This design comes from an exercise in tuning for small area and a short achievable clock period on the open sky130 flow, not from production work.
Where RTL was checked, it was by simulation tests only, not by an equivalence proof against the original.
Only the layout flow was run in runs 4 and 5; the RTL was not checked for function there.
Power is estimated from default activity; no workload was simulated.

==> flow/design.v <==
`timescale 1ns/1ps
`default_nettype none
module lead_zero_count
(
    input  wire  [105:0] fract,
    output logic [6:0]   count
);
    logic [127:0] x;
    logic [63:0]  v1;  logic [63:0]  c1;    
    logic [31:0]  v2;  logic [63:0]  c2;    
    logic [15:0]  v3;  logic [47:0]  c3;    
    logic [7:0]   v4;  logic [31:0]  c4;    
    logic [3:0]   v5;  logic [19:0]  c5;    
    logic [1:0]   v6;  logic [11:0]  c6;    
    assign x = {fract, 1'b1, 21'b0};
    always_comb
    begin
        for (int i = 0; i < 64; i++)
        begin
            v1[i] = x[2*i+1] | x[2*i];
            c1[i] = ~x[2*i+1];
        end
        for (int i = 0; i < 32; i++)
        begin
            v2[i] = v1[2*i+1] | v1[2*i];
            c2[2*i+:2] = v1[2*i+1] ? {1'b0, c1[2*i+1]} : {1'b1, c1[2*i]};
        end
        for (int i = 0; i < 16; i++)
        begin
            v3[i] = v2[2*i+1] | v2[2*i];
            c3[3*i+:3] = v2[2*i+1] ? {1'b0, c2[2*(2*i+1)+:2]} : {1'b1, c2[2*(2*i)+:2]};
        end
        for (int i = 0; i < 8; i++)
        begin
            v4[i] = v3[2*i+1] | v3[2*i];
            c4[4*i+:4] = v3[2*i+1] ? {1'b0, c3[3*(2*i+1)+:3]} : {1'b1, c3[3*(2*i)+:3]};
        end
        for (int i = 0; i < 4; i++)
        begin
            v5[i] = v4[2*i+1] | v4[2*i];
            c5[5*i+:5] = v4[2*i+1] ? {1'b0, c4[4*(2*i+1)+:4]} : {1'b1, c4[4*(2*i)+:4]};
        end
        for (int i = 0; i < 2; i++)
        begin
            v6[i] = v5[2*i+1] | v5[2*i];
            c6[6*i+:6] = v5[2*i+1] ? {1'b0, c5[5*(2*i+1)+:5]} : {1'b1, c5[5*(2*i)+:5]};
        end
        count = v6[1] ? {1'b0, c6[11:6]} : {1'b1, c6[5:0]};
    end
endmodule
`default_nettype wire
`timescale 1ns/1ps
`default_nettype none
module normalizer
(
    input  wire  [105:0] fract_in,
    input  wire  [10:0]  exp_in,
    output logic [52:0]  trunc_n_out,  
    output logic         guard_n_out,  
    output logic         sticky_out,   
    output logic [10:0]  exp_out,      
    output logic [10:0]  exp_inc_out,  
    output logic         denorm_out,
    output logic         kill_out,     
    output logic         exp_ovf_out,  
    output logic         exp_top_out   
);
    logic [10:0]  e1;        
    logic [6:0]   lz;
    logic [6:0]   sh;        
    logic [6:0]   bit_gt;    
    logic [6:0]   bit_eq;    
    logic         limited;   
    assign e1 = {exp_in[10:1], exp_in[0] | ~|exp_in[10:1]};
    lead_zero_count u_lzc
    (
        .fract (fract_in),
        .count (lz)
    );
    logic [7:0] gt_above;    
    logic [7:0] lt_above;
    always_comb
    begin
        for (int k = 0; k < 7; k++)
        begin
            bit_gt[k] = lz[k] & ~e1[k];
            bit_eq[k] = lz[k] ~^ e1[k];
        end
        for (int k = 0; k <= 7; k++)
        begin
            gt_above[k] = 1'b0;
            lt_above[k] = |e1[10:7];
            for (int j = k; j < 7; j++)
            begin
                logic above_eq;
                above_eq = 1'b1;
                for (int i = j + 1; i < 7; i++)
                    above_eq = above_eq & bit_eq[i];
                gt_above[k] = gt_above[k] | (~|e1[10:7] & bit_gt[j] & above_eq);
                lt_above[k] = lt_above[k] | (~lz[j] & e1[j] & above_eq);
            end
        end
        for (int k = 0; k < 7; k++)
            sh[k] = lt_above[k+1] ? lz[k] : gt_above[k+1] ? e1[k] : (lz[k] & e1[k]);
        limited = gt_above[0];
    end
    logic [52:0] trunc_n;
    logic        guard_n;
    norm_shift u_shift
    (
        .fract     (fract_in),
        .sh        (sh),
        .sh_n      (~sh),
        .trunc_n   (trunc_n),
        .guard_n   (guard_n),
        .sticky    (sticky_out)
    );
    assign trunc_n_out = trunc_n;
    assign guard_n_out = guard_n;
    assign denorm_out  = limited;
    assign exp_out     = limited ? 11'd1 : exp_in + 11'd1 - {4'b0, lz};
    assign exp_inc_out = limited ? 11'd2 : exp_in + 11'd2 - {4'b0, lz};
    assign kill_out    = ~|exp_in & ~fract_in[105] & ~fract_in[104];
    assign exp_ovf_out = fract_in[105] & (&exp_in[10:1]);
    assign exp_top_out = (&exp_in[10:2]) &
                         ((fract_in[105] & (exp_in[1:0] == 2'd1 | exp_in[1:0] == 2'd2)) |
                          (~fract_in[105] & fract_in[104] & exp_in[1]) |
                          (fract_in[105:103] == 3'b001 & exp_in[1:0] == 2'd3));
endmodule
module norm_shift
(
    input  wire  [105:0] fract,
    input  wire  [6:0]   sh,
    input  wire  [6:0]   sh_n,
    output logic [52:0]  trunc_n,    
    output logic         guard_n,    
    output logic         sticky      
);
    function automatic logic [105:0] step(input logic [105:0] d, input logic s,
                                          input logic s_n, input int k, input int lo,
                                          input logic pos);
        logic [105:0] q;
        q = '0;
        for (int i = 0; i < 106; i++)
        begin
            if (i < lo)
                q[i] = 1'b0;
            else if (i >= 106 - k)
            begin
                if (i < k)
                    q[i] = ~d[i];
                else if (pos)
                    q[i] = ~(d[i] | (s & d[i-k]));
                else
                    q[i] = ~(d[i] & (s_n | d[i-k]));
            end
            else if (i >= k)
                q[i] = ~((d[i-k] | s_n) & (d[i] | s));
            else if (pos)
                q[i] = ~(d[i] & s_n);
            else
                q[i] = ~(d[i] | s);
        end
        step = q;
    endfunction
    logic [105:0] q6, q5, q4, q3, q2, q1, q0;    
    logic [5:0]   drop;
    always_comb
    begin
        q6 = step(fract, sh[6], sh_n[6], 64, 0,  1'b1);
        q5 = step(q6,    sh[5], sh_n[5], 32, 21, 1'b0);
        q4 = step(q5,    sh[4], sh_n[4], 16, 37, 1'b1);
        q3 = step(q4,    sh[3], sh_n[3], 8,  45, 1'b0);
        q2 = step(q3,    sh[2], sh_n[2], 4,  49, 1'b1);
        q1 = step(q2,    sh[1], sh_n[1], 2,  51, 1'b0);
        q0 = step(q1,    sh[0], sh_n[0], 1,  52, 1'b1);
        drop[5] = sh_n[5] & (~&q6[20:1] | (~q6[0] & |sh[4:0]));
        drop[4] = sh_n[4] & |q5[36:21];
        drop[3] = sh_n[3] & ~&q4[44:37];
        drop[2] = sh_n[2] & |q3[48:45];
        drop[1] = sh_n[1] & ~&q2[50:49];
        drop[0] = sh_n[0] & q1[51];
    end
    assign trunc_n = q0[105:53];
    assign guard_n = q0[52];
    assign sticky  = |drop;
endmodule
`default_nettype wire
`timescale 1ns/1ps
`default_nettype none
module rounder
(
    input  wire          clk,
    input  wire          reset,
    input  wire          sign,
    input  wire  [1:0]   r_mode,
    input  wire  [52:0]  in_trunc_n,   
    input  wire          in_guard_n,   
    input  wire          in_sticky,
    input  wire  [10:0]  in_exp,       
    input  wire  [10:0]  in_exp_inc,   
    input  wire          in_denorm,
    input  wire          in_kill,
    input  wire          in_exp_ovf,
    input  wire          in_exp_top,   
    output logic [52:0]  fract_out,
    output logic [10:0]  exp_out,
    output logic         dn_out,
    output logic         ine_out,
    output logic         overflow_out,
    output logic         infinite_out
);
    logic [52:0] in_trunc;
    logic        in_guard;
    logic        inexact;
    logic        round_inc;
    logic        carry;
    logic [52:0] fract_rnd;
    logic        overflow;
    logic        to_inf;
    logic [52:0] fract_next;
    logic [10:0] exp_next;
    assign in_trunc = ~in_trunc_n;
    assign in_guard = ~in_guard_n;
    assign inexact  = in_guard | in_sticky;
    always_comb
    begin
        case (r_mode)
            2'd0:    round_inc = in_guard & (in_sticky | in_trunc[0]);
            2'd1:    round_inc = 1'b0;
            2'd2:    round_inc = inexact & ~sign;
            default: round_inc = inexact & sign;
        endcase
    end
    logic [7*53-1:0] pre;
    logic [52:0]     all;
    always_comb
    begin
        pre[52:0] = in_trunc;
        for (int l = 1; l < 7; l++)
            for (int i = 0; i < 53; i++)
                if (((i >> (l - 1)) & 1) == 1)
                    pre[53*l + i] = pre[53*(l-1) + i] &
                                    pre[53*(l-1) + ((i >> (l - 1)) << (l - 1)) - 1];
                else
                    pre[53*l + i] = pre[53*(l-1) + i];
        all = pre[7*53-1:6*53];
    end
    assign carry     = round_inc & all[52];
    assign fract_rnd = (in_trunc ^ ({53{round_inc}} & {all[51:0], 1'b1})) | {carry, 52'b0};
    assign overflow = in_exp_ovf | (carry & in_exp_top);
    assign to_inf   = overflow & ((r_mode == 2'd0) | ((r_mode == 2'd2) & ~sign) |
                                  ((r_mode == 2'd3) & sign));
    always_comb
    begin
        if (to_inf | in_kill)
            fract_next = '0;
        else if (overflow)
            fract_next = '1;
        else
            fract_next = fract_rnd;
        if (to_inf)
            exp_next = 11'h7FF;
        else if (overflow)
            exp_next = 11'h7FE;
        else if (in_kill)
            exp_next = 11'd1;
        else
            exp_next = carry ? in_exp_inc : in_exp;
    end
    always_ff @(posedge clk)
    begin
        if (reset)
        begin
            fract_out    <= '0;
            exp_out      <= '0;
            dn_out       <= 1'b0;
            ine_out      <= 1'b0;
            overflow_out <= 1'b0;
            infinite_out <= 1'b0;
        end
        else
        begin
            fract_out    <= fract_next;
            exp_out      <= exp_next;
            dn_out       <= in_denorm;
            ine_out      <= (inexact & ~in_kill) | overflow;
            overflow_out <= overflow;
            infinite_out <= to_inf;
        end
    end
endmodule
`default_nettype wire
`timescale 1ns/1ps
`default_nettype none
module norm_rnd
(
    input  wire          clk,
    input  wire          reset,
    input  wire  [105:0] fract_in,
    input  wire  [10:0]  exp_in,
    input  wire          sign,
    input  wire  [1:0]   r_mode,
    output logic [52:0]  fract_out,
    output logic [10:0]  exp_out,
    output logic         dn_out,
    output logic         ine_out,
    output logic         overflow_out,
    output logic         infinite_out
);
    logic [52:0] nb_trunc_n;
    logic        nb_guard_n;
    logic        nb_sticky;
    logic [10:0] nb_exp;
    logic [10:0] nb_exp_inc;
    logic        nb_denorm;
    logic        nb_kill;
    logic        nb_exp_ovf;
    logic        nb_exp_top;
    normalizer u_normalizer
    (
        .fract_in    (fract_in),
        .exp_in      (exp_in),
        .trunc_n_out (nb_trunc_n),
        .guard_n_out (nb_guard_n),
        .sticky_out  (nb_sticky),
        .exp_out     (nb_exp),
        .exp_inc_out (nb_exp_inc),
        .denorm_out  (nb_denorm),
        .kill_out    (nb_kill),
        .exp_ovf_out (nb_exp_ovf),
        .exp_top_out (nb_exp_top)
    );
    rounder u_rounder
    (
        .clk          (clk),
        .reset        (reset),
        .sign         (sign),
        .r_mode       (r_mode),
        .in_trunc_n   (nb_trunc_n),
        .in_guard_n   (nb_guard_n),
        .in_sticky    (nb_sticky),
        .in_exp       (nb_exp),
        .in_exp_inc   (nb_exp_inc),
        .in_denorm    (nb_denorm),
        .in_kill      (nb_kill),
        .in_exp_ovf   (nb_exp_ovf),
        .in_exp_top   (nb_exp_top),
        .fract_out    (fract_out),
        .exp_out      (exp_out),
        .dn_out       (dn_out),
        .ine_out      (ine_out),
        .overflow_out (overflow_out),
        .infinite_out (infinite_out)
    );
endmodule
`default_nettype wire
==> flow/flow/run.sh <==
#!/bin/bash
# The standard layout, with plain buf_1 cells as the port buffers instead of
# the delay cells buffer_ports picks by default. Every port still gets its
# own buffer.
set -euo pipefail
export BUFFER_PORTS_ARGS="-buffer_cell sky130_fd_sc_hd__buf_1"
export SETUP_SLACK_MARGIN=5.5
export SKIP_GATE_CLONING=1
bash standard.sh > standard_flow.log 2>&1
==> flow/standard.sh <==
#!/bin/bash
# synth_recipe.tcl (not shown) runs the flow's synth.tcl, then flattens the netlist and writes it again
# the make line also repeats each setting of config.mk as NAME=value (left out here)
make -C /OpenROAD-flow-scripts/flow DESIGN_CONFIG=/design/flow/config.mk WORK_HOME=/design/flow/orfs CLKGATE_MAP_FILE= SYNTH_SCRIPT=/design/flow/synth_recipe.tcl "${@:-finish}"
==> flow/config.mk <==
export PLATFORM = sky130hd
export DESIGN_NAME = norm_rnd
export DESIGN_NICKNAME = norm_rnd
export VERILOG_FILES = /design/flow/design.v
export SDC_FILE = /design/flow/constraint.sdc
export NUM_CORES = 4
export LEC_CHECK = 0
export ABC_AREA = 0
export CAP_MARGIN = 20
export CORE_MARGIN = 2
export CORE_UTILIZATION = 30
export SLEW_MARGIN = 20
export SYNTH_HIERARCHICAL = 1
export SYNTH_MINIMUM_KEEP_SIZE = 0
export TNS_END_PERCENT = 100
==> flow/constraint.sdc <==
create_clock -name core_clock -period 14.0 [get_ports {clk}]
set_input_delay 2.8000 -clock core_clock [delete_from_list [all_inputs] [get_ports {clk}]]
set_output_delay 2.8000 -clock core_clock [all_outputs]
set_load 0.01 [all_outputs]
==> flow_summary.toml, run 1 <==
[floorplanning]
io_pins = 190
core_um2 = 31400
row_count = 65
dieHeight_um = 182
start_util_pct = 30.3
die_area_um2 = 33100
die_x_um = 182

[worst_setup_path]
crit_end = "u_rounder.fract_out[44]$_SDFF_PP0_"
crit_path_start_kind = "input pin"
cp-end-kind = "register"
crit_type = "input pin to register"
crit_arrival_ps = 8820
startpoint = "fract_in[88]"
crit_fanout = 11
required_ps = 14210

[detailed_routing]
vias = 12665
drtAntennaViolNets = 0
first_pass_iters = 5
drt_iter0_drc = 1463
drc_errors = 0
vias_per_cell = 6.41
wirelength_mm = 45.6
wire_per_inst_um = 23.1

[synthesis]
yosys_warnings = 10
syn_nets = 1504
synthTopCellsByCount = "178 x o22ai_1, 109 x a21oi_1, 87 x nor2_1"
synth_edf_count = 0
ys_types = 89
async_reset_ff_share_pct = 0
ys.flop_type = "dfxtp_1"
syn_area_per_cell_um2 = 7.09
synth_seq_cells = 68
postSynthCellCount = 1339
synth_area_leader_cell = "dfxtp_1"
yosysMostFrequentCell = "o22ai_1"
yosys-top-cells-area = "dfxtp_1 14%, o22ai_1 12%, a21oi_1 5.7%, ha_1 5.4%, o21ai_0 4.2%"
yosysSeqAreaShare_pct = 14.3
netlist.area_leader.share_pct = 14.3
syn_area_um2 = 9500

[clocking]
htree_levels = 3
cts_tree = "done"
clk_pin_slew_ps = 60
clockBufferDepth = 2
cts_made_buffers = 9
cts_hold_buffers = 0
root_buffer = "clkbuf_16"
clock-sinks = 68

[global_routing]
grt_overflow = 0
antenna_found_initial = 0
grt_start_max_net_pins = 65
first_global_vias = 10878
grt_pass1_wl_mm = 64.0
grtUsageTotal_pct = 24.3

[placed_design]
hpwl_mm = 32.5
io_buffers = 189
dp_cells = 1842
globalplace.congestion = 1.08

[timing]
slew_headroom_pct = 30.7
fin_crit_sh_pct = 61.5
grt_setup_unrepaired = "yes"
worst_pin_slew_ps = 1040
hold_viol_final = 0
report.final.setup_viol = 0
whs_ps = 2780
tns_ps = 0
finalMaxSlewViolations = 0
min_period_ps = 8610
max_freq_ghz = 0.116

[finish]
fin_nets = 1733
drive_gt1_share_pct = 27.3
antenna_cells = 0
n_fill_cell = 3194
area_delta_synth_final_pct = 41.2
seq_area_um2 = 1360
fin_cells = 1975
multiInputGateArea_um2 = 8850

[hold_path]
hp-class = "input pin to register"

[pwr]
peakVddDrop_v = 0.0000595
leakagePower_nw = 4.86
power.density_nw_per_um2 = 61.8
power_w = 0.000829

[run]
drv_cap = 0

[status]
status = "no timing/DRC/antenna violations"
what timing repair did:
| action | in CTS | in global routing |
|---|---|---|
| gates cloned | 0 | 0 |
| buffers inserted | 46 | 71 |
| pin swaps | 31 | 79 |
| resized for setup | 112 | 255 |
| setup endpoints to repair | 67 | 67 |
routing by layer:
metal  share of wire [%]  global-route usage (%)  wire length [um]  up-vias
met3                 9.3                    2.35              4240      147
met2                  42                    35.9             19300      886
met1                  43                    35.0             19600     5923
li1                    -                       -                 -     5709
met4                 5.5                    12.0              2510        0
met5                   0                       0                 0        -
power breakdown:
group	internal [W]	switching (W)	leakage, nW
Clock	0.000125	0.0000798	0.132
Combinational	0.000156	0.000250	4.17
Sequential	0.000214	0.00000517	0.566
Total	0.000494	0.000335	4.86
flip-flops by register name, summed over array words and instances (netlist names):
name	count
u_rounder.ine_out	1
u_rounder.fract_out	53
u_rounder.overflow_out	1
u_rounder.infinite_out	1
u_rounder.dn_out	1
u_rounder.exp_out	11
worst max-delay path: stages:
cell and delay [ps]:
buf_1 110, or4_1 570, and4bb_4 430, nand2b_4 90
nor3_4 170, buf_6 160, inv_1 40, ha_1 220
nor2_2 170, nor2_1 70, a21oi_2 120, buf_6 140
buf_4 180, nand2b_1 160, nand2b_1 80, a221oi_1 860
o211ai_1 260, a21oi_1 240, o221ai_1 200, o2bb2ai_1 520
or3_4 270, nor4_4 60, a31oi_4 220, nand2b_4 180
buf_12 120, or2_4 150, buf_8 140, o21ai_2 60
cell families (layout without fill, tap and decap cells):
group	Yosys count	count (layout)	share of synthesized area [%]
flops	68	68	14.3
fa+ha+maj	43	43	5.82
mux	19	19	2.09
xor+xnor	34	34	3.14
compound gates	633	633	45.1
buf+inv	168	402	7.30
simple gates	374	374	22.2
modules after synthesis (local to each module, per instance), excerpt:
module           flip-flops and latches  cells  cell area, um^2
normalizer                            0    231             1610
rounder                              68    352             3090
lead_zero_count                       0    203             1210
norm_shift                            0    553             3590
area by class of cell:
type	instances	area share [%]
Clock buffer	11	1.81
Multi-Input combinational cell	1103	66.0
Inverter	63	1.93
Timing Repair Buffer	323	16.0
Clock inverter	5	0.280
Tap cell	402	3.75
Sequential cell	68	10.2
worst min-delay path by stage:
stage	to	cells past startpoint	from
floorplan	u_rounder.ine_out$_SDFF_PP0_	1	reset
global placement	u_rounder.dn_out$_SDFF_PP0_	2	reset
detailed placement	u_rounder.dn_out$_SDFF_PP0_	2	reset
CTS	u_rounder.dn_out$_SDFF_PP0_	2	reset
global route	u_rounder.dn_out$_SDFF_PP0_	2	reset
finish	u_rounder.dn_out$_SDFF_PP0_	2	reset
cell usage in the layout, fill, tap and decap left out, types with 12 or more instances in the layout:
cell type and n:
nand2_1 51, ha_1 35, o31ai_1 14, a221o_1 19, nor2b_1 28, o22a_1 13, nor3_1 23, a21oi_1 99
nand2b_1 17, nand3b_1 12, o21a_1 12, xor2_1 17, xnor2_1 17, buf_4 89, o211ai_1 14, nor4_1 22
buf_6 20, o21ai_0 54, a211o_1 17, o21ai_2 18, inv_1 56, o22ai_2 90, o21ai_1 28, a22o_1 22
dfxtp_1 68, nand3_1 20, buf_1 181, a21o_1 17, o22ai_1 82, nor2_1 80, buf_12 21
through the flow:
step	cell area, um^2	setup slack [ps]	util, %
finish	13400	5390	42.7
global route	13400	5190	42.7
CTS	11600	5470	36.9
detailed placement	10400	3120	33.2
global placement	10400	2930	33.2
floorplan	9500	5520	-
==> inputs of run 2 (changes only) <==
--- a/flow/flow/run.sh
+++ b/flow/flow/run.sh
@@ -5,5 +5,5 @@
 set -euo pipefail
 export BUFFER_PORTS_ARGS="-buffer_cell sky130_fd_sc_hd__buf_1"
-export SETUP_SLACK_MARGIN=5.5
+export SETUP_SLACK_MARGIN=4.5
 export SKIP_GATE_CLONING=1
 bash standard.sh > standard_flow.log 2>&1
==> run 2 against run 1 <==
Against the previous run:
- critical path type unchanged
- fmax decreased by 6.1%
- global-route usage decreased by 0.61 points
- still clean on timing, DRC and antenna
- synthesized cell count unchanged
- die area unchanged
- highest routed layer unchanged
==> flow_summary.toml, run 2 <==
[floorplanning]
row_count = 65
io_pins = 190
die_x_um = 182
start_util_pct = 30.3
dieHeight_um = 182
core_um2 = 31400
die_area_um2 = 33100

[placed_design]
hpwl_mm = 33.4
io_buffers = 189
place_ws_ps = 3200
dp_cells = 1843
globalplace.congestion = 1.07

[finish]
antenna_cells = 0
fin_cells = 1867
area_delta_synth_final_pct = 15.9
final_core_util_pct = 35.1
top_register = "u_rounder.fract_out"
largest_register_ffs = 53
final_cell_mix = "188 x buf_1, 178 x o22ai_1, 107 x a21oi_1"
reg.largest.list = "u_rounder.fract_out: 53 flops, u_rounder.exp_out: 11 flops"
fin_nets = 1626
drive_gt1_share_pct = 8.46
final_common_cell = "buf_1"

[global_routing]
grtUsageTotal_pct = 23.7
grt_pass1_wl_mm = 62.3
first_global_vias = 10536
grt_overflow = 0
antenna_found_initial = 0
grt_start_max_net_pins = 65

[pwr]
peakVddDrop_v = 0.0000732
leakagePower_nw = 3.88
power.density_nw_per_um2 = 72.0

[synthesis]
yosys_warnings = 10
synthTopCellsByCount = "178 x o22ai_1, 109 x a21oi_1, 87 x nor2_1"
yosys-top-cells-area = "dfxtp_1 14%, o22ai_1 12%, a21oi_1 5.7%, ha_1 5.4%, o21ai_0 4.2%"
synth_area_leader_cell = "dfxtp_1"
yosysSeqAreaShare_pct = 14.3
ys.flop_type = "dfxtp_1"
synth_edf_count = 0
postSynthCellCount = 1339
syn_area_um2 = 9500
yosysMostFrequentCell = "o22ai_1"
syn_area_per_cell_um2 = 7.09
synth_seq_cells = 68
syn_nets = 1504
ys_types = 89
netlist.area_leader.share_pct = 14.3
async_reset_ff_share_pct = 0

[timing]
min_period_ps = 9170
hold_viol_final = 0
fin_crit_sh_pct = 65.5
worst_pin_slew_ps = 978
whs_ps = 2780
report.final.setup_viol = 0
slew_headroom_pct = 34.8
finalMaxSlewViolations = 0
max_freq_ghz = 0.109
grt_setup_unrepaired = "yes"
setup_ws_ps = 4830
tns_ps = 0

[worst_setup_path]
slowest_stage = "nor4_1"
required_ps = 14240
cp-end-kind = "register"
crit_type = "input pin to register"
crit_path_start_kind = "input pin"
slowest_delay_ps = 550
crit_arrival_ps = 9410
crit_end = "u_rounder.fract_out[26]$_SDFF_PP0_"
startpoint = "fract_in[56]"
crit_fanout = 39

[detailed_routing]
drt_iter0_drc = 1148
vias = 11758
first_pass_iters = 6
drtAntennaViolNets = 0
wire_per_inst_um = 22.1
wirelength_mm = 41.2
vias_per_cell = 6.30
drc_errors = 0

[hold_path]
hp-class = "input pin to register"

[clocking]
clock-sinks = 68
clockBufferDepth = 2
htree_levels = 3
clk_pin_slew_ps = 50
cts_tree = "done"
root_buffer = "clkbuf_16"
cts_made_buffers = 9

[run]
drv_cap = 0

[status]
status = "no timing/DRC/antenna violations"
## run 2: logic make-up (layout without fill, tap and decap cells)
logic type / after synthesis / in the layout / share of synthesized area, %
compound gates: 633 / 633 / 45.1
xor+xnor: 34 / 34 / 3.14
fa+ha+maj: 43 / 43 / 5.82
buf+inv: 168 / 294 / 7.30
flops: 68 / 68 / 14.3
mux: 19 / 19 / 2.09
simple gates: 374 / 374 / 22.2
## run 2: layout make-up
class                      instances  area (um^2)
clock buffer                       9          225
clock inverter                     6         90.1
fill                            3467        20400
inverter                          63          245
multi-input combinational       1103         7610
sequential                        68         1360
tap                              402          503
timing repair buffer             216          968
## run 2: worst min-delay path by stage
| stage | slack, ps | depth (start not counted) | to | from |
|---|---|---|---|---|
| 2_1_floorplan | 2870 | 1 | u_rounder.ine_out$_SDFF_PP0_ | reset |
| 3_3_place_gp | 3080 | 2 | u_rounder.dn_out$_SDFF_PP0_ | reset |
| 3_5_place_dp | 3080 | 2 | u_rounder.dn_out$_SDFF_PP0_ | reset |
| 4_1_cts | 2770 | 2 | u_rounder.ine_out$_SDFF_PP0_ | reset |
| 5_1_grt | 2800 | 2 | u_rounder.ine_out$_SDFF_PP0_ | reset |
| 6_report | 2780 | 2 | u_rounder.dn_out$_SDFF_PP0_ | reset |
## run 2: where the power goes
group / switching [W] / internal, W
registers: 0.00000578 / 0.000214
clock network: 0.0000808 / 0.000155
logic: 0.000218 / 0.000119
## run 2: stage by stage
step | instance area [um^2] | total power (W)
final | 11000 | 0.000792
after detailed placement | 10400 | 0.000548
after floorplan | 9500 | 0.000432
after CTS | 10900 | 0.000786
after global placement | 10400 | 0.000546
after global routing | 11000 | 0.000835
## run 2: what timing repair did
| action | 4_1_cts | 5_1_grt |
|---|---|---|
| cloned | 0 | 0 |
| pin swaps | 2 | 1 |
| hold buffers | 0 | 0 |
| buffers inserted | 4 | 5 |
| setup endpoints to repair | 66 | 67 |
| resized for setup | 16 | 22 |
## run 2: per-module statistics from Yosys, one instance, submodules excluded, a selection
module	flip-flops and latches	cell area, um^2	cells inside
lead_zero_count	0	1210	203
norm_shift	0	3590	553
normalizer	0	1610	231
rounder	68	3090	352
## run 2: worst max-delay path: cells and delay by family
kind                     cells  cell delay [ps]
multiplexers                 1              180
AO/OA/AOI/OAI               11             2220
AND/OR/NAND/NOR             11             2950
buffers and inverters        4              860
adder cells (fa/ha/maj)      1              380
## run 2: per-layer routing
metal | global-route usage, % | part of all wire (%) | wire length [um] | vias up
met4 | 9.52 | 4.4 | 1830 | 0
met1 | 33.5 | 45 | 18500 | 5476
met3 | 3.27 | 9.2 | 3800 | 109
li1 | - | - | - | 5487
met5 | 0 | 0 | 0 | -
met2 | 36.1 | 41 | 17000 | 686
==> inputs of run 3 (changes only) <==
--- a/flow/flow/run.sh
+++ b/flow/flow/run.sh
@@ -5,5 +5,5 @@
 set -euo pipefail
 export BUFFER_PORTS_ARGS="-buffer_cell sky130_fd_sc_hd__buf_1"
-export SETUP_SLACK_MARGIN=4.5
+export SETUP_SLACK_MARGIN=5
 export SKIP_GATE_CLONING=1
 bash standard.sh > standard_flow.log 2>&1
--- a/flow/config.mk
+++ b/flow/config.mk
@@ -13,3 +13,3 @@
 export SYNTH_HIERARCHICAL = 1
 export SYNTH_MINIMUM_KEEP_SIZE = 0
-export TNS_END_PERCENT = 100
+export TNS_END_PERCENT = 20
==> run 3 against run 2 <==
Against the previous run:
- worst setup slack improved by 290 ps
- area after synthesis stayed put
- synthesized cell count unchanged
- sequential power hardly changed
- combinational power grew 3%
- fmax rose by 3.3%
- critical endpoint is now u_rounder.fract_out[51]$_SDFF_PP0_
- largest cell class unchanged
- highest routed layer unchanged
==> flow_summary.toml, run 3 <==
[status]
status = "no timing/DRC/antenna violations"

[global_routing]
grt_overflow = 0
grtUsageTotal_pct = 23.7
grt_pass1_wl_mm = 62.4
grt_start_max_net_pins = 65
antenna_found_initial = 0
first_global_vias = 10542

[worst_setup_path]
cp_common_cell = "nor2_1"
crit_buf_inv = 7
crit_fanout = 15
cp_top_family = "simple AND/OR/NAND/NOR gates"
crit_type = "input pin to register"
crit_arrival_ps = 9090
slowest_delay_ps = 550
cp-end-kind = "register"
crit_path_start_kind = "input pin"
required_ps = 14220
slowest_stage = "or4_4"

[hold_path]
whs_path_depth = 2
holdCritStartpoint = "reset"
hold_end = "u_rounder.ine_out$_SDFF_PP0_"
hp-class = "input pin to register"

[synthesis]
async_reset_ff_share_pct = 0
syn_area_um2 = 9500
synth_area_leader_cell = "dfxtp_1"
yosys_warnings = 10
synth_seq_cells = 68
yosysMostFrequentCell = "o22ai_1"
syn_area_per_cell_um2 = 7.09
ys.flop_type = "dfxtp_1"
ys_types = 89
synthTopCellsByCount = "178 x o22ai_1, 109 x a21oi_1, 87 x nor2_1"
yosys-top-cells-area = "dfxtp_1 14%, o22ai_1 12%, a21oi_1 5.7%, ha_1 5.4%, o21ai_0 4.2%"
yosysSeqAreaShare_pct = 14.3
syn_nets = 1504
postSynthCellCount = 1339
netlist.area_leader.share_pct = 14.3
synth_edf_count = 0

[clocking]
clk_pin_slew_ps = 60
cts_made_buffers = 9
clockBufferDepth = 2
htree_levels = 3
cts_tree = "done"
clock-sinks = 68
root_buffer = "clkbuf_16"
cts_hold_buffers = 0

[detailed_routing]
drt_iter0_drc = 1087
vias_per_cell = 6.30
vias = 11899
wirelength_mm = 42.1
wire_per_inst_um = 22.3
first_pass_iters = 6
drtAntennaViolNets = 0
drc_errors = 0

[timing]
report.final.setup_viol = 0
slew_headroom_pct = 33.9
tns_ps = 0
setup_ws_ps = 5120
max_freq_ghz = 0.113
worst_pin_slew_ps = 991
finalMaxSlewViolations = 0
hold_viol_final = 0
fin_crit_sh_pct = 63.4
min_period_ps = 8880
grt_setup_unrepaired = "no"

[finish]
reg.largest.list = "u_rounder.fract_out: 53 flops, u_rounder.exp_out: 11 flops"
drive_gt1_share_pct = 13.9
area_delta_synth_final_pct = 22.5
fin_nets = 1649
top_register = "u_rounder.fract_out"
final_common_cell = "buf_1"
largest_register_ffs = 53
final_cell_mix = "183 x buf_1, 161 x o22ai_1, 105 x a21oi_1"
antenna_cells = 0

[floorplanning]
io_pins = 190
start_util_pct = 30.3
row_count = 65
dieHeight_um = 182
die_area_um2 = 33100
die_x_um = 182
core_um2 = 31400

[pwr]
peakVddDrop_v = 0.0000731
power.density_nw_per_um2 = 69.1
leakagePower_nw = 4.14

[placed_design]
hpwl_mm = 33.4
globalplace.congestion = 1.07
place_ws_ps = 3200
io_buffers = 189

[run]
drv_cap = 0
-- run 3: cell counts after synthesis --
Identical to the previous run, type by type.
-- run 3: final cells by class --
cell class | count | area [um^2]
clock buffers | 9 | 225
clock inverters | 6 | 90.1
fillers | 3423 | 19800
inverters | 63 | 246
multi-input cells | 1103 | 7990
flip-flops and latches | 68 | 1360
well taps | 402 | 503
repair buffers | 239 | 1220
-- run 3: worst max-delay path by stage --
stage	start	cells after the start	to	slack, ps
after CTS	fract_in[105]	28	u_rounder.fract_out[26]$_SDFF_PP0_	4910
after floorplan	fract_in[100]	27	u_rounder.fract_out[43]$_SDFF_PP0_	5460
after detailed placement	fract_in[104]	24	u_rounder.exp_out[8]$_SDFF_PP0_	3200
after global placement	fract_in[92]	24	u_rounder.exp_out[0]$_SDFF_PP0_	2860
final	fract_in[105]	28	u_rounder.fract_out[51]$_SDFF_PP0_	5120
after global routing	fract_in[105]	28	u_rounder.fract_out[51]$_SDFF_PP0_	4890
-- run 3: modules after synthesis (local to each module, per instance), excerpt --
module | cell area (um^2) | flip-flops and latches
lead_zero_count | 1210 | 0
norm_shift | 3590 | 0
normalizer | 1610 | 0
rounder | 3090 | 68
-- run 3: repair_timing --
item	4_1_cts	5_1_grt
resized for setup	31	102
endpoints found under the setup margin	67	67
pin swaps	3	15
setup buffers	5	27
-- run 3: through the flow --
stage | total power, W | hold slack, ps | instance area, um^2 | utilization (%) | cells
final | 0.000804 | 2780 | 11600 | 37.1 | 1890
after global routing | 0.000846 | 2800 | 11600 | 37.1 | 1890
after CTS | 0.000787 | 2770 | 10900 | 34.9 | 1863
after detailed placement | 0.000548 | 3080 | 10400 | 33.3 | 1843
after global placement | 0.000546 | 3080 | 10400 | 33.2 | 1843
after floorplan | 0.000432 | 2870 | 9500 | - | 1339
-- run 3: cell families (layout without fill, tap and decap cells) --
logic type,after synthesis,after routing,share of synthesized area (%)
buf+inv,168,317,7.30
fa+ha+maj,43,43,5.82
simple gates,374,374,22.2
flops,68,68,14.3
mux,19,19,2.09
xor+xnor,34,34,3.14
compound gates,633,633,45.1
-- run 3: power by group --
part | internal [W] | leakage, nW | switching (W) | total (W)
sequential | 0.000214 | 0.566 | 0.00000584 | 0.000220
clock | 0.000155 | 0.151 | 0.0000818 | 0.000237
combinational | 0.000124 | 3.42 | 0.000223 | 0.000347
total | 0.000494 | 4.14 | 0.000311 | 0.000804
-- run 3: per-layer routing --
metal  global-route usage [%]  routed length, um
met4                     9.39               1750
met5                        0                  0
met3                     3.35               3640
met2                     36.4              17800
met1                     33.4              18800
==> inputs of run 4 (changes only) <==
--- a/flow/design.v
+++ b/flow/design.v
@@ -73,9 +73,15 @@
     logic         limited;   
     assign e1 = {exp_in[10:1], exp_in[0] | ~|exp_in[10:1]};
+    logic [6:0] lz_full;
     lead_zero_count u_lzc
     (
         .fract (fract_in),
-        .count (lz)
+        .count (lz_full)
     );
+    logic zero_hi64, zero_hi32, zero_mid32;
+    assign zero_hi64  = ~|fract_in[105:42];
+    assign zero_hi32  = ~|fract_in[105:74];
+    assign zero_mid32 = ~|fract_in[41:10];
+    assign lz = {zero_hi64, zero_hi64 ? zero_mid32 : zero_hi32, lz_full[4:0]};
     logic [7:0] gt_above;    
     logic [7:0] lt_above;
--- a/flow/flow/run.sh
+++ b/flow/flow/run.sh
@@ -5,5 +5,4 @@
 set -euo pipefail
 export BUFFER_PORTS_ARGS="-buffer_cell sky130_fd_sc_hd__buf_1"
-export SETUP_SLACK_MARGIN=5
-export SKIP_GATE_CLONING=1
+export SETUP_SLACK_MARGIN=4.5
 bash standard.sh > standard_flow.log 2>&1
--- a/flow/config.mk
+++ b/flow/config.mk
@@ -13,3 +13,3 @@
 export SYNTH_HIERARCHICAL = 1
 export SYNTH_MINIMUM_KEEP_SIZE = 0
-export TNS_END_PERCENT = 20
+export TNS_END_PERCENT = 100
==> run 4 against run 3 <==
Against the previous run:
- design area shrank 2.1%
- sequential power about the same
- first-iteration DRC count up 53%
- combinational power is 2% lower
- via count up 5.3%
- still clean
- critical endpoint is now u_rounder.fract_out[26]$_SDFF_PP0_
- largest cell class unchanged
==> flow_summary.toml, run 4 <==
[worst_setup_path]
crit_arrival_ps = 9530
crit_path_start_kind = "input pin"
crit_type = "input pin to register"
path_cells = "buf_1, nor4_1, nand4_1, a211oi_2, nor3_1, ha_1, mux2_2, nand2_1, o21a_1, inv_2, a221oi_1, o211ai_1, a221oi_1, o2bb2ai_1, o22ai_1, o22ai_1, or3_1, or3_1, nor4_1, a31oi_2, buf_12, or3b_1, a21oi_1"
cp-end-kind = "register"
cp_top_family = "compound AO/OA/AOI/OAI gates"
crit_fanout = 37
slowest_delay_ps = 620
crit_buf_inv = 3
slowest_stage = "o21a_1"
required_ps = 14240

[detailed_routing]
drc_errors = 0
drtAntennaViolNets = 0
wirelength_mm = 45.6
wire_per_inst_um = 23.5
vias_per_cell = 6.46
first_pass_iters = 5
drt_iter0_drc = 1664
vias = 12530

[global_routing]
grt_start_max_net_pins = 65
grtUsageTotal_pct = 25.5
first_global_vias = 11215
grt_overflow = 0
antenna_found_initial = 1
grt_pass1_wl_mm = 67.8

[floorplanning]
dieHeight_um = 185
die_x_um = 185
core_um2 = 32400
die_area_um2 = 34100
io_pins = 190
start_util_pct = 30.3
row_count = 66

[timing]
hold_viol_final = 0
report.final.setup_viol = 0
fin_crit_sh_pct = 66.3
grt_setup_unrepaired = "yes"
max_freq_ghz = 0.108
worst_pin_slew_ps = 809
finalMaxSlewViolations = 0
tns_ps = 0
slew_headroom_pct = 46.1
min_period_ps = 9290

[finish]
n_fill_cell = 3584
final_cell_mix = "184 x buf_1, 179 x o22ai_1, 100 x a21oi_1"
finish.instance_area_um2 = 11400
fin_nets = 1656
area_delta_synth_final_pct = 16.2
largest_register_ffs = 53
final_common_cell = "buf_1"
top_register = "u_rounder.fract_out"
reg.largest.list = "u_rounder.fract_out: 53 flops, u_rounder.exp_out: 11 flops"
final_core_util_pct = 35.2
drive_gt1_share_pct = 9.02

[clocking]
htree_levels = 3
clock-sinks = 68
cts_tree = "done"
clk_pin_slew_ps = 50
cts_made_buffers = 9
root_buffer = "clkbuf_16"
clockBufferDepth = 2

[placed_design]
globalplace.congestion = 1.02
place_area_um2 = 10800
hpwl_mm = 36.1
io_buffers = 189

[synthesis]
syn_area_um2 = 9800
syn_nets = 1537
postSynthCellCount = 1372
yosys_warnings = 10
syn_area_per_cell_um2 = 7.15

[pwr]
power.density_nw_per_um2 = 68.7
peakVddDrop_v = 0.0000728
leakagePower_nw = 3.88

[run]
drv_cap = 0

[status]
status = "no timing/DRC/antenna violations"

[hold_path]
hp-class = "input pin to register"
## run 4: final timing paths
path	start	cells past startpoint	end	slack, ps
hold / removal	reset	2	u_rounder.dn_out$_SDFF_PP0_	2760
setup / recovery	fract_in[53]	23	u_rounder.fract_out[26]$_SDFF_PP0_	4710
## run 4: power by group
| group | internal, W | total [W] | switching [W] |
|---|---|---|---|
| clock network | 0.000148 | 0.000224 | 0.0000768 |
| logic | 0.000117 | 0.000339 | 0.000222 |
| registers | 0.000214 | 0.000219 | 0.00000530 |
| total | 0.000478 | 0.000782 | 0.000304 |
## run 4: cell type report
class                      instances  area [um^2]  share of cell area (%)
clock inverter                     5         58.8                   0.516
multi-input combinational       1141         8010                    70.4
clock buffer                      11          253                    2.22
timing repair buffer             215          931                    8.17
sequential                        68         1360                    12.0
antenna                            1         2.50                  0.0220
tap                              442          553                    4.86
inverter                          56          214                    1.88
## run 4: stage by stage
stage               power, W  setup WS [ps]  instances  hold slack [ps]
floorplan           0.000427           5660       1372             2870
global placement    0.000546           3310       1910             3090
detailed placement  0.000546           3170       1910             3090
CTS                 0.000774           4550       1928             2760
global route        0.000826           4470       1938             2780
finish              0.000782           4710       1939             2760
## run 4: metal layers
| layer | track usage (%) | vias to the layer above | routed length, um |
|---|---|---|---|
| met2 | 39.4 | 794 | 19700 |
| met3 | 4.11 | 104 | 4140 |
| met1 | 35.4 | 5899 | 20100 |
| met5 | 0 | - | 0 |
| met4 | 10.0 | 0 | 1800 |
| li1 | - | 5733 | - |
## run 4: repair_timing
action / 4_1_cts / 5_1_grt
hold buffers: 0 / 0
endpoints found under the setup margin: 67 / 67
pin swaps: 2 / 1
setup buffers: 1 / 9
gates resized for setup: 17 / 35
hold endpoints to repair: 0 / 0
cloned: 1 / 1
==> inputs of run 5 (changes only) <==
--- a/flow/flow/run.sh
+++ b/flow/flow/run.sh
@@ -5,4 +5,4 @@
 set -euo pipefail
 export BUFFER_PORTS_ARGS="-buffer_cell sky130_fd_sc_hd__buf_1"
-export SETUP_SLACK_MARGIN=4.5
+export SETUP_SLACK_MARGIN=5
 bash standard.sh > standard_flow.log 2>&1
==> run 5 against run 4 <==
Against the previous run:
- synthesized cell count stayed put
- die area unchanged
- first-iteration DRC count grew 13%
- largest cell class unchanged
- highest routed layer unchanged
==> flow_summary.toml, run 5 <==
[placed_design]
globalplace.congestion = 1.02
io_buffers = 189
hpwl_mm = 36.1

[timing]
tns_ps = 0
min_period_ps = 8940
grt_setup_unrepaired = "no"
slew_headroom_pct = 45.7
finalMaxSlewViolations = 0
worst_pin_slew_ps = 814
max_freq_ghz = 0.112
report.final.setup_viol = 0
fin_crit_sh_pct = 63.8
hold_viol_final = 0

[detailed_routing]
drtAntennaViolNets = 0
vias_per_cell = 6.55
wirelength_mm = 47.3
wire_per_inst_um = 24.0
vias = 12896
first_pass_iters = 6
drc_errors = 0
drt_iter0_drc = 1887

[global_routing]
first_global_vias = 11361
grt_pass1_wl_mm = 68.6
antenna_found_initial = 1
grtUsageTotal_pct = 25.8
grt_start_max_net_pins = 65
grt_overflow = 0

[hold_path]
hp-class = "input pin to register"

[worst_setup_path]
slowest_stage = "or4_4"
crit_arrival_ps = 9190
crit_type = "input pin to register"
required_ps = 14250
crit_path_start_kind = "input pin"
cp_top_family = "simple AND/OR/NAND/NOR gates"
crit_buf_inv = 4
slowest_delay_ps = 590
crit_fanout = 39
cp-end-kind = "register"

[synthesis]
yosys_warnings = 10
syn_area_per_cell_um2 = 7.15
postSynthCellCount = 1372
syn_nets = 1537
syn_area_um2 = 9800

[clocking]
cts_made_buffers = 9
root_buffer = "clkbuf_16"
htree_levels = 3
clk_pin_slew_ps = 50
cts_hold_buffers = 0
clock-sinks = 68
cts_tree = "done"
clockBufferDepth = 2

[floorplanning]
start_util_pct = 30.3
row_count = 66
die_x_um = 185
io_pins = 190
dieHeight_um = 185
core_um2 = 32400
die_area_um2 = 34100

[pwr]
peakVddDrop_v = 0.0000738
power.density_nw_per_um2 = 66.4
power_w = 0.000797
leakagePower_nw = 4.13

[finish]
final_core_util_pct = 37.1
final_common_cell = "o22ai_1"
final_cell_mix = "178 x o22ai_1, 173 x buf_1, 95 x a21oi_1"
area_delta_synth_final_pct = 22.5
seq_area_um2 = 1360
drive_gt1_share_pct = 13.7
largest_register_ffs = 53
fin_nets = 1685
n_fill_cell = 3515
reg.largest.list = "u_rounder.fract_out: 53 flops, u_rounder.exp_out: 11 flops"
multiInputGateArea_um2 = 8310
top_register = "u_rounder.fract_out"

[run]
drv_cap = 0

[status]
status = "no timing/DRC/antenna violations"
run 5: timing repair:
action                     CTS  global route
cloned                       4             3
setup endpoints to repair   67            67
resized for setup           49            82
buffers inserted             8            26
hold endpoints to repair     0             0
pin swaps                    6            20
run 5: final cells by class:
type / instances / share of cell area [%]
clock inverters: 5 / 0.490
flip-flops and latches: 68 / 11.3
well taps: 442 / 4.61
multi-input cells: 1143 / 69.2
repair buffers: 242 / 10.4
diodes: 1 / 0.0208
clock buffers: 11 / 2.11
inverters: 56 / 1.79
run 5: stage by stage:
| stage | hold WS (ps) | area, um^2 | setup slack, ps | instances |
|---|---|---|---|---|
| finish | 2770 | 12000 | 5060 | 1968 |
| global route | 2780 | 12000 | 4960 | 1967 |
| floorplan | 2870 | 9800 | 5660 | 1372 |
| CTS | 2760 | 11400 | 5020 | 1938 |
| detailed placement | 3090 | 10800 | 3170 | 1910 |
| global placement | 3090 | 10800 | 3310 | 1910 |
run 5: layer usage:
metal / vias up / GRT usage [%] / wire [um]
li1: 5786 / - / -
met1: 6098 / 35.6 / 20200
met2: 857 / 39.9 / 20400
met3: 155 / 3.81 / 4480
met4: 0 / 11.3 / 2210
met5: - / 0 / 0
run 5: path summary, 6_finish.rpt:
check / startpoint / to / slack (ps) / depth (start not counted)
max: fract_in[105] / u_rounder.fract_out[26]$_SDFF_PP0_ / 5060 / 27
min: reset / u_rounder.dn_out$_SDFF_PP0_ / 2770 / 2
run 5: report_power, final:
part	internal (W)	switching, W	total (W)
Combinational	0.000124	0.000230	0.000353
Sequential	0.000214	0.00000537	0.000219
Clock	0.000148	0.0000773	0.000225
Total	0.000485	0.000312	0.000797
==> inputs of run 6 (changes only) <==
--- a/flow/design.v
+++ b/flow/design.v
@@ -70,18 +70,12 @@
     logic [6:0]   sh;        
     logic [6:0]   bit_gt;    
-    logic [6:0]   bit_eq;    
     logic         limited;   
     assign e1 = {exp_in[10:1], exp_in[0] | ~|exp_in[10:1]};
-    logic [6:0] lz_full;
     lead_zero_count u_lzc
     (
         .fract (fract_in),
-        .count (lz_full)
+        .count (lz)
     );
-    logic zero_hi64, zero_hi32, zero_mid32;
-    assign zero_hi64  = ~|fract_in[105:42];
-    assign zero_hi32  = ~|fract_in[105:74];
-    assign zero_mid32 = ~|fract_in[41:10];
-    assign lz = {zero_hi64, zero_hi64 ? zero_mid32 : zero_hi32, lz_full[4:0]};
+    logic [6:0] bit_lt;      
     logic [7:0] gt_above;    
     logic [7:0] lt_above;
@@ -91,5 +85,5 @@
         begin
             bit_gt[k] = lz[k] & ~e1[k];
-            bit_eq[k] = lz[k] ~^ e1[k];
+            bit_lt[k] = ~lz[k] & e1[k];
         end
         for (int k = 0; k <= 7; k++)
@@ -99,10 +93,14 @@
             for (int j = k; j < 7; j++)
             begin
-                logic above_eq;
-                above_eq = 1'b1;
+                logic no_lt, no_gt;
+                no_lt = 1'b1;
+                no_gt = 1'b1;
                 for (int i = j + 1; i < 7; i++)
-                    above_eq = above_eq & bit_eq[i];
-                gt_above[k] = gt_above[k] | (~|e1[10:7] & bit_gt[j] & above_eq);
-                lt_above[k] = lt_above[k] | (~lz[j] & e1[j] & above_eq);
+                begin
+                    no_lt = no_lt & ~bit_lt[i];
+                    no_gt = no_gt & ~bit_gt[i];
+                end
+                gt_above[k] = gt_above[k] | (~|e1[10:7] & bit_gt[j] & no_lt);
+                lt_above[k] = lt_above[k] | (bit_lt[j] & no_gt);
             end
         end
@@ -125,6 +123,6 @@
     assign guard_n_out = guard_n;
     assign denorm_out  = limited;
-    assign exp_out     = limited ? 11'd1 : exp_in + 11'd1 - {4'b0, lz};
-    assign exp_inc_out = limited ? 11'd2 : exp_in + 11'd2 - {4'b0, lz};
+    assign exp_out     = exp_in + 11'd1 - {4'b0, sh};
+    assign exp_inc_out = exp_in + 11'd2 - {4'b0, sh};
     assign kill_out    = ~|exp_in & ~fract_in[105] & ~fract_in[104];
     assign exp_ovf_out = fract_in[105] & (&exp_in[10:1]);
--- a/flow/flow/run.sh
+++ b/flow/flow/run.sh
@@ -5,4 +5,5 @@
 set -euo pipefail
 export BUFFER_PORTS_ARGS="-buffer_cell sky130_fd_sc_hd__buf_1"
-export SETUP_SLACK_MARGIN=5
+export SETUP_SLACK_MARGIN=4.5
+export SKIP_GATE_CLONING=1
 bash standard.sh > standard_flow.log 2>&1
==> run 6 against run 5 <==
Against the previous run:
- global-route usage fell by 0.58 points
- sequential share of layout area is 1.2 points higher
- critical path depth grew 1
- still clean
- clock power grew 6%
- critical path type unchanged
- largest power group unchanged
- flip-flop and latch count is the same
- highest routed layer is now met5
- non-clock buffer count shrank 16
- clock-buffer cell count up 1
- fmax is 3.7% lower
==> flow_summary.toml, run 6 <==
[floorplanning]
start_util_pct = 30.3
row_count = 64
die_x_um = 179
core_um2 = 30400
io_pins = 190
dieHeight_um = 179
die_area_um2 = 32100

[global_routing]
grtUsageTotal_pct = 25.3
grt_start_max_net_pins = 66
grt_pass1_wl_mm = 62.8
antenna_found_initial = 1
grt_overflow = 0
first_global_vias = 10691

[synthesis]
yosysSeqAreaShare_pct = 14.8
synth_edf_count = 0
synthTopCellsByCount = "180 x o22ai_1, 106 x a21oi_1, 76 x o21ai_0"
ys_types = 90
netlist.area_leader.share_pct = 14.8
yosysMostFrequentCell = "o22ai_1"
synth_seq_cells = 68
yosys-top-cells-area = "dfxtp_1 15%, o22ai_1 12%, a21oi_1 5.8%, o21ai_0 4.1%, ha_1 3.5%"
yosys_warnings = 10
syn_area_per_cell_um2 = 7.13
ys.flop_type = "dfxtp_1"
postSynthCellCount = 1293
synth_area_leader_cell = "dfxtp_1"
syn_nets = 1443
syn_area_um2 = 9220
async_reset_ff_share_pct = 0

[placed_design]
globalplace.congestion = 0.997
io_buffers = 189
hpwl_mm = 33.2
dp_cells = 1790
place_area_um2 = 10200

[worst_setup_path]
crit_path_start_kind = "input pin"
cp-end-kind = "register"
crit_arrival_ps = 9550
crit_type = "input pin to register"
crit_fanout = 55
required_ps = 14270

[clocking]
clock-sinks = 68
clk_pin_slew_ps = 60
clockBufferDepth = 2
root_buffer = "clkbuf_16"
cts_tree = "done"
cts_made_buffers = 9
cts_hold_buffers = 0
htree_levels = 3

[pwr]
power_w = 0.000768
pwr-share-clk_pct = 31.1
sw_frac_of_total_pct = 38.0
p_sw_w = 0.000292
combPwrFrac_pct = 40.5
power.internal_w = 0.000477
leakagePower_nw = 3.77
pwr-share-seq_pct = 28.4
peakVddDrop_v = 0.0000506
power.density_nw_per_um2 = 70.6

[timing]
worst_pin_slew_ps = 881
max_freq_ghz = 0.108
min_period_ps = 9280
tns_ps = 0
report.final.setup_viol = 0
slew_headroom_pct = 40.8
finalMaxSlewViolations = 0
hold_viol_final = 0
grt_setup_unrepaired = "no"
fin_crit_sh_pct = 66.3

[hold_path]
hold_end = "u_rounder.dn_out$_SDFF_PP0_"
hp-class = "input pin to register"
whs_path_depth = 2
holdCritStartpoint = "reset"

[finish]
finish.instance_area_um2 = 10900
final_core_util_pct = 35.8
largest_register_ffs = 53
drive_gt1_share_pct = 9.15
reg.largest.list = "u_rounder.fract_out: 53 flops, u_rounder.exp_out: 11 flops"
antenna_cells = 0
fin_nets = 1576
top_register = "u_rounder.fract_out"
final_cell_mix = "189 x buf_1, 180 x o22ai_1, 104 x a21oi_1"
fin_cells = 1827
area_delta_synth_final_pct = 18.2
final_common_cell = "buf_1"

[detailed_routing]
wl_met2_mm = 19.4
vias = 11622
wirelength_mm = 42.4
vias_per_cell = 6.36
wire_per_inst_um = 23.2
drc_errors = 0
routedLengthMet1_mm = 18.0
first_pass_iters = 8
drt_iter0_drc = 1679
highest_layer = "met5"
drtAntennaViolNets = 0
dr_wl_met3_mm = 3.42

[status]
status = "no timing/DRC/antenna violations"

[run]
drv_cap = 0
## run 6: power by group through the flow
| stage | sequential (W) | clock, W | combinational (W) |
|---|---|---|---|
| final | 0.000218 | 0.000239 | 0.000311 |
| after global routing | 0.000220 | 0.000253 | 0.000336 |
| after global placement | 0.000223 | 0 | 0.000298 |
| after floorplan | 0.000233 | 0 | 0.000179 |
| after CTS | 0.000219 | 0.000244 | 0.000301 |
| after detailed placement | 0.000223 | 0 | 0.000298 |
## run 6: worst max path at each step
| stage | start | end | slack, ps | depth (start not counted) |
|---|---|---|---|---|
| 2_1_floorplan | fract_in[20] | u_rounder.fract_out[43]$_SDFF_PP0_ | 5630 | 26 |
| 3_3_place_gp | fract_in[25] | u_rounder.fract_out[35]$_SDFF_PP0_ | 2850 | 27 |
| 3_5_place_dp | fract_in[25] | u_rounder.fract_out[39]$_SDFF_PP0_ | 2640 | 27 |
| 4_1_cts | fract_in[25] | u_rounder.fract_out[39]$_SDFF_PP0_ | 4490 | 25 |
| 5_1_grt | fract_in[92] | u_rounder.fract_out[49]$_SDFF_PP0_ | 4470 | 31 |
| 6_report | fract_in[30] | u_rounder.fract_out[48]$_SDFF_PP0_ | 4720 | 28 |
## run 6: cell families (layout without fill, tap and decap cells)
group | after synthesis | count (layout) | share of synthesized area [%]
buffers and inverters | 156 | 294 | 7.01
flip-flops | 68 | 68 | 14.8
adder cells (fa/ha/maj) | 29 | 29 | 4.07
multiplexers | 11 | 11 | 1.25
XOR/XNOR | 38 | 38 | 3.61
AO/OA/AOI/OAI | 640 | 640 | 47.6
AND/OR/NAND/NOR | 351 | 351 | 21.7
## run 6: through the flow
stage	hold slack, ps	setup slack [ps]
floorplan	2870	5630
global placement	3140	2850
detailed placement	3130	2640
CTS	2780	4490
global route	2790	4470
finish	2790	4720
## run 6: final cells by class
class | count | area (um^2)
Inverter | 52 | 205
Multi-Input combinational cell | 1069 | 7450
Fill cell | 3344 | 19500
Timing Repair Buffer | 226 | 1060
Clock inverter | 4 | 55.1
Tap cell | 396 | 495
Sequential cell | 68 | 1360
Clock buffer | 12 | 267
## run 6: metal layers
layer | up-vias | global-route usage (%)
met5 | - | 0
met4 | 2 | 8.37
met3 | 106 | 3.84
met2 | 615 | 41.3
met1 | 5505 | 33.8
li1 | 5394 | -
## run 6: worst max-delay path: stages
cell	delay, ps
buf_1	230
or4_4	570
nor2b_1	240
and2_1	280
nor2b_1	150
o21ai_0	100
a21oi_2	140
buf_4	160
nand2b_1	240
a21oi_1	100
a211o_1	460
o211a_1	270
buf_4	290
nor2b_4	280
nand2_1	80
o221ai_1	100
o22ai_1	170
o22ai_1	260
o22ai_1	240
or3_1	460
or3_1	440
nor4_2	280
a31oi_2	160
buf_12	230
nand2b_4	210
or2_4	310
buf_4	190
o21ai_2	60
## run 6: per-module statistics from Yosys, one instance, submodules excluded, excerpt
module	flops+latches	cells
norm_shift	0	553
rounder	68	352
normalizer	0	185
lead_zero_count	0	203
## run 6: repair_timing
| action | CTS | global route |
|---|---|---|
| setup buffers | 7 | 14 |
| gates resized for setup | 22 | 25 |
| gates cloned | 0 | 0 |
| endpoints found under the setup margin | 67 | 66 |
| pin swaps | 3 | 4 |
| endpoints found under the hold margin | 0 | 0 |
==> inputs of run 7 (changes only) <==
--- a/flow/flow/run.sh
+++ b/flow/flow/run.sh
@@ -5,5 +5,5 @@
 set -euo pipefail
 export BUFFER_PORTS_ARGS="-buffer_cell sky130_fd_sc_hd__buf_1"
-export SETUP_SLACK_MARGIN=4.5
+export SETUP_SLACK_MARGIN=4.75
 export SKIP_GATE_CLONING=1
 bash standard.sh > standard_flow.log 2>&1
==> run 7 against run 6 <==
Against the previous run:
- still clean on timing, DRC and antenna
- power grew 0.33%
- cell count grew 0.33%
- sequential share of layout area shrank 0.16 points
- largest power group unchanged
- highest routed layer unchanged
- design area grew 1.3%
- clock power is essentially flat
- flip-flop and latch count is the same
==> flow_summary.toml, run 7 <==
[finish]
final_cell_mix = "186 x buf_1, 180 x o22ai_1, 104 x a21oi_1"
finish.instance_area_um2 = 11000
reg.largest.list = "u_rounder.fract_out: 53 flops, u_rounder.exp_out: 11 flops"
fin_nets = 1582
drive_gt1_share_pct = 10.5
top_register = "u_rounder.fract_out"
largest_register_ffs = 53
final_common_cell = "buf_1"
area_delta_synth_final_pct = 19.7
antenna_cells = 0

[global_routing]
grt_pass1_wl_mm = 63.0
grt_overflow = 0
antenna_found_initial = 1
grt_start_max_net_pins = 66
grtUsageTotal_pct = 25.4
first_global_vias = 10732

[placed_design]
io_buffers = 189
globalplace.congestion = 0.997
place_area_um2 = 10200
hpwl_mm = 33.2
place_ws_ps = 2640

[synthesis]
yosys_warnings = 10
synthTopCellsByCount = "180 x o22ai_1, 106 x a21oi_1, 76 x o21ai_0"
synth_edf_count = 0
synth_seq_cells = 68
postSynthCellCount = 1293
ys.flop_type = "dfxtp_1"
yosys-top-cells-area = "dfxtp_1 15%, o22ai_1 12%, a21oi_1 5.8%, o21ai_0 4.1%, ha_1 3.5%"
netlist.area_leader.share_pct = 14.8
yosysMostFrequentCell = "o22ai_1"
syn_nets = 1443
yosysSeqAreaShare_pct = 14.8
async_reset_ff_share_pct = 0
syn_area_per_cell_um2 = 7.13
ys_types = 90
synth_area_leader_cell = "dfxtp_1"
syn_area_um2 = 9220

[detailed_routing]
wirelength_mm = 42.9
wire_per_inst_um = 23.4
vias = 11681
first_pass_iters = 7
vias_per_cell = 6.37
drc_errors = 0
drt_iter0_drc = 1668
drtAntennaViolNets = 0

[worst_setup_path]
required_ps = 14270
crit_arrival_ps = 9450
crit_path_start_kind = "input pin"
slowest_delay_ps = 580
slowest_stage = "or4_4"
crit_type = "input pin to register"
cp-end-kind = "register"
cp_common_cell = "o22ai_1"
crit_fanout = 55

[floorplanning]
dieHeight_um = 179
start_util_pct = 30.3
die_area_um2 = 32100
core_um2 = 30400
row_count = 64
io_pins = 190
die_x_um = 179

[run]
drv_cap = 0

[clocking]
clock-sinks = 68
clk_pin_slew_ps = 60
cts_tree = "done"
root_buffer = "clkbuf_16"
clockBufferDepth = 2
cts_hold_buffers = 0
cts_made_buffers = 9
htree_levels = 3

[pwr]
pwr-share-clk_pct = 31.0
peakVddDrop_v = 0.0000512
pwr-share-seq_pct = 28.3
sw_frac_of_total_pct = 38.0
leakagePower_nw = 3.83
p_sw_w = 0.000293
power_w = 0.000771
power.internal_w = 0.000478
combPwrFrac_pct = 40.6
power.density_nw_per_um2 = 69.9

[timing]
hold_viol_final = 0
whs_ps = 2790
grt_setup_unrepaired = "no"
finalMaxSlewViolations = 0
max_freq_ghz = 0.109
tns_ps = 0
slew_headroom_pct = 44.9
min_period_ps = 9180
report.final.setup_viol = 0
fin_crit_sh_pct = 65.6
worst_pin_slew_ps = 824
setup_ws_ps = 4820

[hold_path]
hp-class = "input pin to register"

[status]
status = "no timing/DRC/antenna violations"
## run 7: final timing paths
| check | startpoint | to | slack [ps] | cells past startpoint |
|---|---|---|---|---|
| min | reset | u_rounder.dn_out$_SDFF_PP0_ | 2790 | 2 |
| max | fract_in[30] | u_rounder.fract_out[48]$_SDFF_PP0_ | 4820 | 27 |
## run 7: cell type report
class | count | area, um^2
Clock inverter | 4 | 55.1
Clock buffer | 12 | 267
Inverter | 52 | 206
Multi-Input combinational cell | 1069 | 7500
Tap cell | 396 | 495
Fill cell | 3327 | 19400
Timing Repair Buffer | 232 | 1140
Sequential cell | 68 | 1360
## run 7: power by group through the flow
stage | Clock [W] | Combinational [W] | Sequential (W)
3_5_place_dp | 0 | 0.000298 | 0.000223
5_1_grt | 0.000253 | 0.000338 | 0.000220
6_report | 0.000239 | 0.000313 | 0.000218
2_1_floorplan | 0 | 0.000179 | 0.000233
3_3_place_gp | 0 | 0.000298 | 0.000223
4_1_cts | 0.000244 | 0.000301 | 0.000219
## run 7: worst max-delay path: cells and delay by family
kind	cells	cell delay, ps
and+or+nand+nor	12	3530
AOI/OAI and AO/OA	11	2160
buffers and inverters	4	940
## run 7: metal layers
metal	wire length (um)	part of all wire, %	track usage, %
met1	18400	43	33.9
met2	19600	46	41.4
met3	3280	7.6	3.80
met4	1560	3.6	8.64
met5	13	0.030	0
## run 7: timing repair
item                                    CTS  global route
pin swaps                                 5             7
hold endpoints to repair                  0             0
endpoints found under the setup margin   67            66
gates resized for setup                  29            38
setup buffers                             9            18
## run 7: logic make-up (layout without fill, tap and decap cells)
logic type	after synthesis	after routing	synth area share, %
AOI/OAI and AO/OA	640	640	47.6
xor gates and xnor gates	38	38	3.61
adders and majority gates	29	29	4.07
buffers and inverters	156	300	7.01
DFF	68	68	14.8
muxes	11	11	1.25
and+or+nand+nor	351	351	21.7
## run 7: modules after synthesis (local to each module, per instance), excerpt
| module | flops+latches | area (um^2) | cells inside |
|---|---|---|---|
| lead_zero_count | 0 | 1210 | 203 |
| rounder | 68 | 3090 | 352 |
| norm_shift | 0 | 3590 | 553 |
| normalizer | 0 | 1320 | 185 |
## run 7: per-stage QoR
stage | util (%) | instances
CTS | 35.1 | 1815
global placement | 33.4 | 1790
finish | 36.3 | 1833
floorplan | - | 1293
global route | 36.3 | 1833
detailed placement | 33.4 | 1790
==> inputs of run 8 (changes only) <==
--- a/flow/flow/run.sh
+++ b/flow/flow/run.sh
@@ -5,5 +5,5 @@
 set -euo pipefail
 export BUFFER_PORTS_ARGS="-buffer_cell sky130_fd_sc_hd__buf_1"
-export SETUP_SLACK_MARGIN=4.75
+export SETUP_SLACK_MARGIN=5.25
 export SKIP_GATE_CLONING=1
 bash standard.sh > standard_flow.log 2>&1
==> run 8 against run 7 <==
Against the previous run:
- still clean on timing, DRC and antenna
- sequential power is essentially flat
- fmax grew 6.0%
- synthesized cell count is the same
==> flow_summary.toml, run 8 <==
[finish]
final_common_cell = "buf_1"
final_core_util_pct = 38.8
area_delta_synth_final_pct = 28.1
top_register = "u_rounder.fract_out"
reg.largest.list = "u_rounder.fract_out: 53 flops, u_rounder.exp_out: 11 flops"
fin_cells = 1873
n_fill_cell = 3274
drive_gt1_share_pct = 16.7
fin_nets = 1621
largest_register_ffs = 53
final_cell_mix = "171 x buf_1, 170 x o22ai_1, 103 x a21oi_1"

[placed_design]
hpwl_mm = 33.2
dp_cells = 1790
globalplace.congestion = 0.997
io_buffers = 189

[clocking]
clockBufferDepth = 2
clk_pin_slew_ps = 50
cts_tree = "done"
htree_levels = 3
root_buffer = "clkbuf_16"
clock-sinks = 68
cts_made_buffers = 9

[synthesis]
ys_types = 90
yosysSeqAreaShare_pct = 14.8
postSynthCellCount = 1293
syn_area_um2 = 9220
syn_area_per_cell_um2 = 7.13
ys.flop_type = "dfxtp_1"
synth_seq_cells = 68
synth_area_leader_cell = "dfxtp_1"
yosysMostFrequentCell = "o22ai_1"
netlist.area_leader.share_pct = 14.8
async_reset_ff_share_pct = 0
syn_nets = 1443
yosys_warnings = 10
synthTopCellsByCount = "180 x o22ai_1, 106 x a21oi_1, 76 x o21ai_0"
synth_edf_count = 0
yosys-top-cells-area = "dfxtp_1 15%, o22ai_1 12%, a21oi_1 5.8%, o21ai_0 4.1%, ha_1 3.5%"

[detailed_routing]
wirelength_mm = 44.2
wire_per_inst_um = 23.6
drtAntennaViolNets = 0
drt_iter0_drc = 1764
drc_errors = 0
vias_per_cell = 6.49
vias = 12156
first_pass_iters = 6

[pwr]
power_w = 0.000790
power.density_nw_per_um2 = 66.9
leakagePower_nw = 4.21
peakVddDrop_v = 0.0000534

[floorplanning]
die_x_um = 179
die_area_um2 = 32100
io_pins = 190
core_um2 = 30400
row_count = 64
start_util_pct = 30.3
dieHeight_um = 179

[worst_setup_path]
cp_top_family = "simple AND/OR/NAND/NOR gates"
required_ps = 14220
worst-path-stages = 27
cp-end-kind = "register"
cp_common_cell = "buf_12"
slowest_delay_ps = 570
slowest_stage = "or4_4"
startpoint = "fract_in[87]"
crit_end = "u_rounder.exp_out[0]$_SDFF_PP0_"
crit_type = "input pin to register"
crit_buf_inv = 9
crit_arrival_ps = 8880
crit_fanout = 56
crit_path_start_kind = "input pin"

[timing]
grt_setup_unrepaired = "no"
min_period_ps = 8660
whs_ps = 2790
max_freq_ghz = 0.116
worst_pin_slew_ps = 901
finalMaxSlewViolations = 0
hold_viol_final = 0
report.final.setup_viol = 0
fin_crit_sh_pct = 61.8
tns_ps = 0
slew_headroom_pct = 39.8

[status]
status = "no timing/DRC/antenna violations"

[global_routing]
grtUsageTotal_pct = 26.0
first_global_vias = 10996
grt_start_max_net_pins = 66
grt_pass1_wl_mm = 64.5
antenna_found_initial = 1
grt_overflow = 0

[run]
drv_cap = 0

[hold_path]
hp-class = "input pin to register"
==> run 8: cell count changes in the layout (fill, tap and decap cells not counted), sizes merged <==
cell	previous run	this run
clkinvlp	3	2
buf	227	260
clkbuf	17	23
inv	49	48
diode	0	1
clkinv	3	5
==> run 8: report_power, final <==
group / internal (W) / leakage, nW / total [W] / switching, W
Combinational: 0.000122 / 3.49 / 0.000332 / 0.000211
Sequential: 0.000213 / 0.567 / 0.000218 / 0.00000519
Clock: 0.000153 / 0.155 / 0.000239 / 0.0000857
==> run 8: Yosys stat by module (local to each module, per instance), a selection <==
module | flip-flops and latches | copies in the design | cell area, um^2 | cells
norm_shift | 0 | 1 | 3590 | 553
normalizer | 0 | 1 | 1320 | 185
rounder | 68 | 1 | 3090 | 352
lead_zero_count | 0 | 1 | 1210 | 203
==> run 8: how the worst min path moves through the flow <==
stage / start / endpoint / slack, ps / cells after the start
after CTS: reset / u_rounder.dn_out$_SDFF_PP0_ / 2780 / 2
after detailed placement: reset / u_rounder.dn_out$_SDFF_PP0_ / 3130 / 2
after global placement: reset / u_rounder.dn_out$_SDFF_PP0_ / 3140 / 2
final: reset / u_rounder.dn_out$_SDFF_PP0_ / 2790 / 2
after floorplan: reset / u_rounder.ine_out$_SDFF_PP0_ / 2870 / 1
after global routing: reset / u_rounder.dn_out$_SDFF_PP0_ / 2790 / 2
==> run 8: kinds of logic (layout without fill, tap and decap cells) <==
group                      after synthesis  count (layout)  synth area share [%]
DFF                                     68              68                  14.8
other                                    0               1                     0
buffers and inverters                  156             339                  7.01
xor gates and xnor gates                38              38                  3.61
AOI/OAI and AO/OA                      640             640                  47.6
muxes                                   11              11                  1.25
adders and majority gates               29              29                  4.07
and+or+nand+nor                        351             351                  21.7
==> run 8: through the flow <==
stage	worst slack (ps)	area [um^2]
floorplan	5630	9220
finish	5340	11800
detailed placement	2640	10200
global placement	2850	10200
CTS	5250	11000
global route	5170	11800
==> run 8: timing repair <==
| item | in CTS | in global routing |
|---|---|---|
| resized for setup | 70 | 116 |
| hold buffers | 0 | 0 |
| buffers inserted | 21 | 45 |
| cloned | 0 | 0 |
| pin swaps | 10 | 34 |
| endpoints found under the setup margin | 67 | 67 |
==> run 8: area by class of cell <==
type / count / area [um^2] / share of cell area (%)
Antenna cell: 1 / 2.50 / 0.0212
Clock inverter: 4 / 55.1 / 0.466
Clock buffer: 12 / 267 / 2.26
Multi-Input combinational cell: 1069 / 7800 / 66.1
Tap cell: 396 / 495 / 4.20
Inverter: 52 / 205 / 1.74
Sequential cell: 68 / 1360 / 11.5
Timing Repair Buffer: 271 / 1620 / 13.7
==> run 8: metal layers <==
metal  track usage (%)  routed length (um)  vias up
met5                 0                   0        -
met4              10.0                1900        0
met3              3.94                3880      121
met2              42.1               20200      745
met1              34.6               18300     5802
li1                  -                   -     5488

Setup slack of run 8, layout unchanged: 5.343 ns with ideal ports, 5.364 ns with driving cells assumed (clock clkbuf_16, inputs buf_2), 4.986 ns with port delays also shifted by the 0.379 ns mid clock arrival.
